Background: an optimization exercise with open tools, aiming at small area and a short achievable clock period. Do not read the settings as production practice.
RTL that was checked went through simulation tests only; none was proved equivalent to the original.
Power is estimated from default activity; no workload was simulated.

## mask_alu_top
module mask_alu_top (
  input  logic          clk,
  input  logic          reset,
  input  logic          uop_valid,
  input  logic [2:0]    funct3,
  input  logic [5:0]    funct6,
  input  logic [4:0]    vs1_op,
  input  logic          vm,
  input  logic [7:0]    vl,
  input  logic [6:0]    vstart,
  input  logic [3:0]    tag,
  input  logic [127:0]  vs1_data,
  input  logic          vs1_valid,
  input  logic [127:0]  vs2_data,
  input  logic          vs2_valid,
  input  logic [127:0]  v0_data,
  input  logic          v0_valid,
  input  logic [127:0]  vd_data,
  input  logic          vd_valid,
  output logic          result_valid,
  output logic [3:0]    result_tag,
  output logic [127:0]  result_data
);
  logic f3_ok, is_logic, is_unary, is_first, accept;
  assign f3_ok    = (funct3 == 3'b010);
  assign is_logic = f3_ok & (funct6[5:3] == 3'b011);
  assign is_unary = f3_ok & (funct6 == 6'b010100) & (vs1_op[4:2] == 3'b000) & (vs1_op[1:0] != 2'b00);
  assign is_first = f3_ok & (funct6 == 6'b010000) & (vs1_op == 5'b10001);
  assign accept   = uop_valid & (
      (is_logic & vs1_valid & vs2_valid & vd_valid & vm) |
      (is_unary & ~vs1_valid & vs2_valid & (vm | (vd_valid & v0_valid))) |
      (is_first & ~vs1_valid & vs2_valid & (vm | v0_valid)));
  logic sel_l, sel_u, sel_f;
  assign sel_l = funct6[3];
  assign sel_u = ~funct6[3] & funct6[2];
  assign sel_f = ~funct6[3] & ~funct6[2];
  logic [3:0] tt;
  always_comb begin
    case (funct6[2:0])
      3'b000:  tt = 4'b0100;  
  ...
For scale: ~2400 cells after synthesis.
clock: 8.0 ns
lec_check: 0
abc_clock_period_in_ps: 3000
cap_margin: 20
core_margin: 2
core_utilization: 50
setup_slack_margin: 4.8
slew_margin: 20
run.sh (not shown) runs the stock make flow with config.mk's settings and CLKGATE_MAP_FILE= SYNTH_SCRIPT=/design/flow/synth_recipe.tcl, a recipe that flattens the netlist after the stock synthesis.
The first run stopped in I/O pin placement (3_2_place_iop).
Change:
Settings changed: CORE_AREA from default to 5 5 235 235, CORE_MARGIN 2 to default, CORE_UTILIZATION 50 to default, DIE_AREA from default to 0 0 240 240.
After rerunning: With this change the flow completed without violations. Synthesized cell count stays the same. Area after synthesis stays the same.
Change:
Settings changed: ABC_CLOCK_PERIOD_IN_PS 3000 to default, SETUP_SLACK_MARGIN 4.8 to 0.2.
The new run ran to the end with no violations.
Maximum frequency is lower by 37%.
Utilization is lower by 12 points.
Area after synthesis stays the same.
Cell count is lower by 7.3%.
Via count is lower by about 9%.
First-iteration DRC count is higher by 6.8%.
Wire length is lower by about 11%.
Change:
==> flow/flow/run.sh (new file) <==
#!/bin/bash
# Standard ORFS layout, with plain buf_1 cells as the port buffers.
set -euo pipefail
export BUFFER_PORTS_ARGS="-buffer_cell sky130_fd_sc_hd__buf_1"
bash standard.sh > standard_flow.log 2>&1
==> flow/standard.sh (new file) <==
#!/bin/bash
# synth_recipe.tcl (not shown) runs the flow's synth.tcl, then flattens the netlist and writes it again
# the make line also repeats each setting of config.mk as NAME=value (left out here)
make -C /OpenROAD-flow-scripts/flow DESIGN_CONFIG=/design/flow/config.mk WORK_HOME=/design/flow/orfs CLKGATE_MAP_FILE= SYNTH_SCRIPT=/design/flow/synth_recipe.tcl "${@:-finish}"
Settings changed: ABC_CLOCK_PERIOD_IN_PS from default to 3000, SETUP_SLACK_MARGIN 0.2 to 4.8.
removed: flow/run.sh
Maximum frequency went up by 59%.
Die area is unchanged.
Synthesized cell count stays the same.
Non-clock buffer count went up by 240.
Setup slack improved by 2.5 ns.
Design area went up by 6.4%.
Critical path depth went up by 3.
Function was not checked in any run of this note: the RTL went through the layout flow alone.

---

Setup of run A:
Another version of the RTL of mask_alu_top (not shown whole).
For scale: roughly 130 flip-flops, about 0.017 sq mm of cells after synthesis.
Settings: LEC_CHECK=0, ABC_AREA=1, CAP_MARGIN=20, CORE_AREA=5 5 235 235, DIE_AREA=0 0 240 240, SETUP_SLACK_MARGIN=4.5, SLEW_MARGIN=20; clock period 8.0 ns.
standard.sh (not shown) runs the stock make flow with config.mk's settings and CLKGATE_MAP_FILE= SYNTH_SCRIPT=/design/flow/synth_recipe.tcl, a recipe that flattens the netlist after the stock synthesis.
==> flow/flow/run.sh <==
#!/bin/bash
# Standard ORFS layout (the standard.sh), with plain buf_1 cells as the port
# buffers and cell resizing not restricted to the same footprint.
set -euo pipefail
export BUFFER_PORTS_ARGS="-buffer_cell sky130_fd_sc_hd__buf_1"
sed 's/CLKGATE_MAP_FILE= /CLKGATE_MAP_FILE= MATCH_CELL_FOOTPRINT=0 /' standard.sh > standard_mod.sh
grep -q 'MATCH_CELL_FOOTPRINT=0' standard_mod.sh
bash standard_mod.sh > standard_flow.log 2>&1
Per the final summary, run A finished and its layout is clean on timing, DRC and antenna.
Changes in run B relative to run A:
# run A
export LEC_CHECK = 0
export ABC_AREA = 1
export CAP_MARGIN = 20
export CORE_AREA = 5 5 235 235
export DIE_AREA = 0 0 240 240
export SETUP_SLACK_MARGIN = 4.5
export SLEW_MARGIN = 20
create_clock -name core_clock -period 8.0 [get_ports {clk}]
# run B
export LEC_CHECK = 0
export ABC_AREA = 1
export CAP_MARGIN = 20
export CORE_AREA = 5 5 235 235
export DIE_AREA = 0 0 240 240
export SETUP_SLACK_MARGIN = 5
export SLEW_MARGIN = 20
export TNS_END_PERCENT = 0
create_clock -name core_clock -period 8.0 [get_ports {clk}]
Findings:
Going from run A to run B, post-route minimum period has increased, number of fillers in the final layout picked up an extra 161, largest fanout on the critical path went up by 114, count of clock buffers in the final design moved down.
The inputs of run C differ from those of run B as listed below.
# run B
export LEC_CHECK = 0
export ABC_AREA = 1
export CAP_MARGIN = 20
export CORE_AREA = 5 5 235 235
export DIE_AREA = 0 0 240 240
export SETUP_SLACK_MARGIN = 5
export SLEW_MARGIN = 20
export TNS_END_PERCENT = 0
create_clock -name core_clock -period 8.0 [get_ports {clk}]
# run C
export LEC_CHECK = 0
export ABC_AREA = 1
export CAP_MARGIN = 20
export CORE_AREA = 5 5 235 235
export DIE_AREA = 0 0 240 240
export SETUP_SLACK_MARGIN = 3.5
export SLEW_MARGIN = 20
create_clock -name core_clock -period 8.0 [get_ports {clk}]
Hold slack essentially unchanged between run B and run C. Placed cell count of run C is on par with run B. Placement-stage worst setup slack in run C is 34 ps below run B. When run C is set beside run B, its critical path data required time turns out to be 50 ps larger.
Modified inputs, run D compared to run C
# run C
export LEC_CHECK = 0
export ABC_AREA = 1
export CAP_MARGIN = 20
export CORE_AREA = 5 5 235 235
export DIE_AREA = 0 0 240 240
export SETUP_SLACK_MARGIN = 3.5
export SLEW_MARGIN = 20
create_clock -name core_clock -period 8.0 [get_ports {clk}]
# run D
export LEC_CHECK = 0
export ABC_AREA = 1
export CAP_MARGIN = 0
export CORE_AREA = 5 5 235 235
export DIE_AREA = 0 0 240 240
export SETUP_SLACK_MARGIN = 5
export SLEW_MARGIN = 0
create_clock -name core_clock -period 8.0 [get_ports {clk}]
## What came out
No run among run C and run D stopped early or left any final violation; all are clean.
Compared with run C, in run D last weighted congestion value of the routability-driven placer fell 0.45%, fmax rose 25%, number of clock-tree buffers in the layout about even.
Of the two values seen for critical path's slowest cell, inv_1 was produced by run C and o211ai_1 by run D.
Edits applied to the flow inputs when going from run D to run E:
# run D
export LEC_CHECK = 0
export ABC_AREA = 1
export CAP_MARGIN = 0
export CORE_AREA = 5 5 235 235
export DIE_AREA = 0 0 240 240
export SETUP_SLACK_MARGIN = 5
export SLEW_MARGIN = 0
create_clock -name core_clock -period 8.0 [get_ports {clk}]
# run E
export LEC_CHECK = 0
export ABC_AREA = 1
export CAP_MARGIN = 20
export CORE_AREA = 5 5 235 235
export DIE_AREA = 0 0 240 240
export SETUP_SLACK_MARGIN = 4.0
export SLEW_MARGIN = 20
create_clock -name core_clock -period 8.0 [get_ports {clk}]
- On total power, run E does better than run D.
- As of run E, number of gates given a new drive strength after cts had fallen by more than half compared to run D.
- Period utilization in run E vs run D: up 4.8 points
- Compared with run D, run E ends up with less cell area.

==> re-timing with driven ports <==
The results above use ideal ports. As a check the final layouts listed here were re-extracted and re-timed, cells and wires unchanged. Step 1 sets driving cells, clkbuf_16 on the clock port and buf_2 on the other inputs (assumed; they add their load-dependent delay and slew). Step 2 moves the port delays by t, midway between the first and last clock arrival at a register: inputs arrive t later, outputs are due t later. That takes back most of the time a late clock gives input paths. Three values: ideal ports, drivers, drivers and shift; two values: the first two.
| run | shift t [ns] | slack for setup (ns) | worst hold slack (ns) | worst setup path after step 2 |
|---|---|---|---|---|
| the second run of note 1 | 0.574 | 3.665 / 3.391 / 2.818 | 1.517 / 1.488 / 2.061 | input to register |
| the third run of note 1 | 0.558 | 1.161 / 1.203 / 0.645 | 1.546 / 1.514 / 2.072 | input to register |
| the fourth run of note 1 | 0.565 | 3.708 / 3.475 / 2.911 | 1.185 / 1.154 / 1.718 | input to register |
| run A | 0.581 | 4.351 / 4.089 / 3.508 | 1.183 / 1.147 / 1.728 | input to register |
| run B | 0.576 | 4.036 / 4.003 / 3.427 | 1.174 / 1.142 / 1.718 | input to register |
| run C | 0.575 | 3.230 / 3.253 / 2.679 | 1.176 / 1.150 / 1.725 | input to register |
| run D | 0.577 | 4.187 / 4.145 / 3.568 | 1.173 / 1.142 / 1.719 | input to register |
| run E | 0.585 | 3.801 / 3.838 / 3.253 | 1.167 / 1.141 / 1.725 | input to register |
After both steps every run listed still meets setup and hold. For the second run of note 1, which loses most, drivers alone change the setup slack by -0.274 ns; drivers and shift together by -0.847 ns.
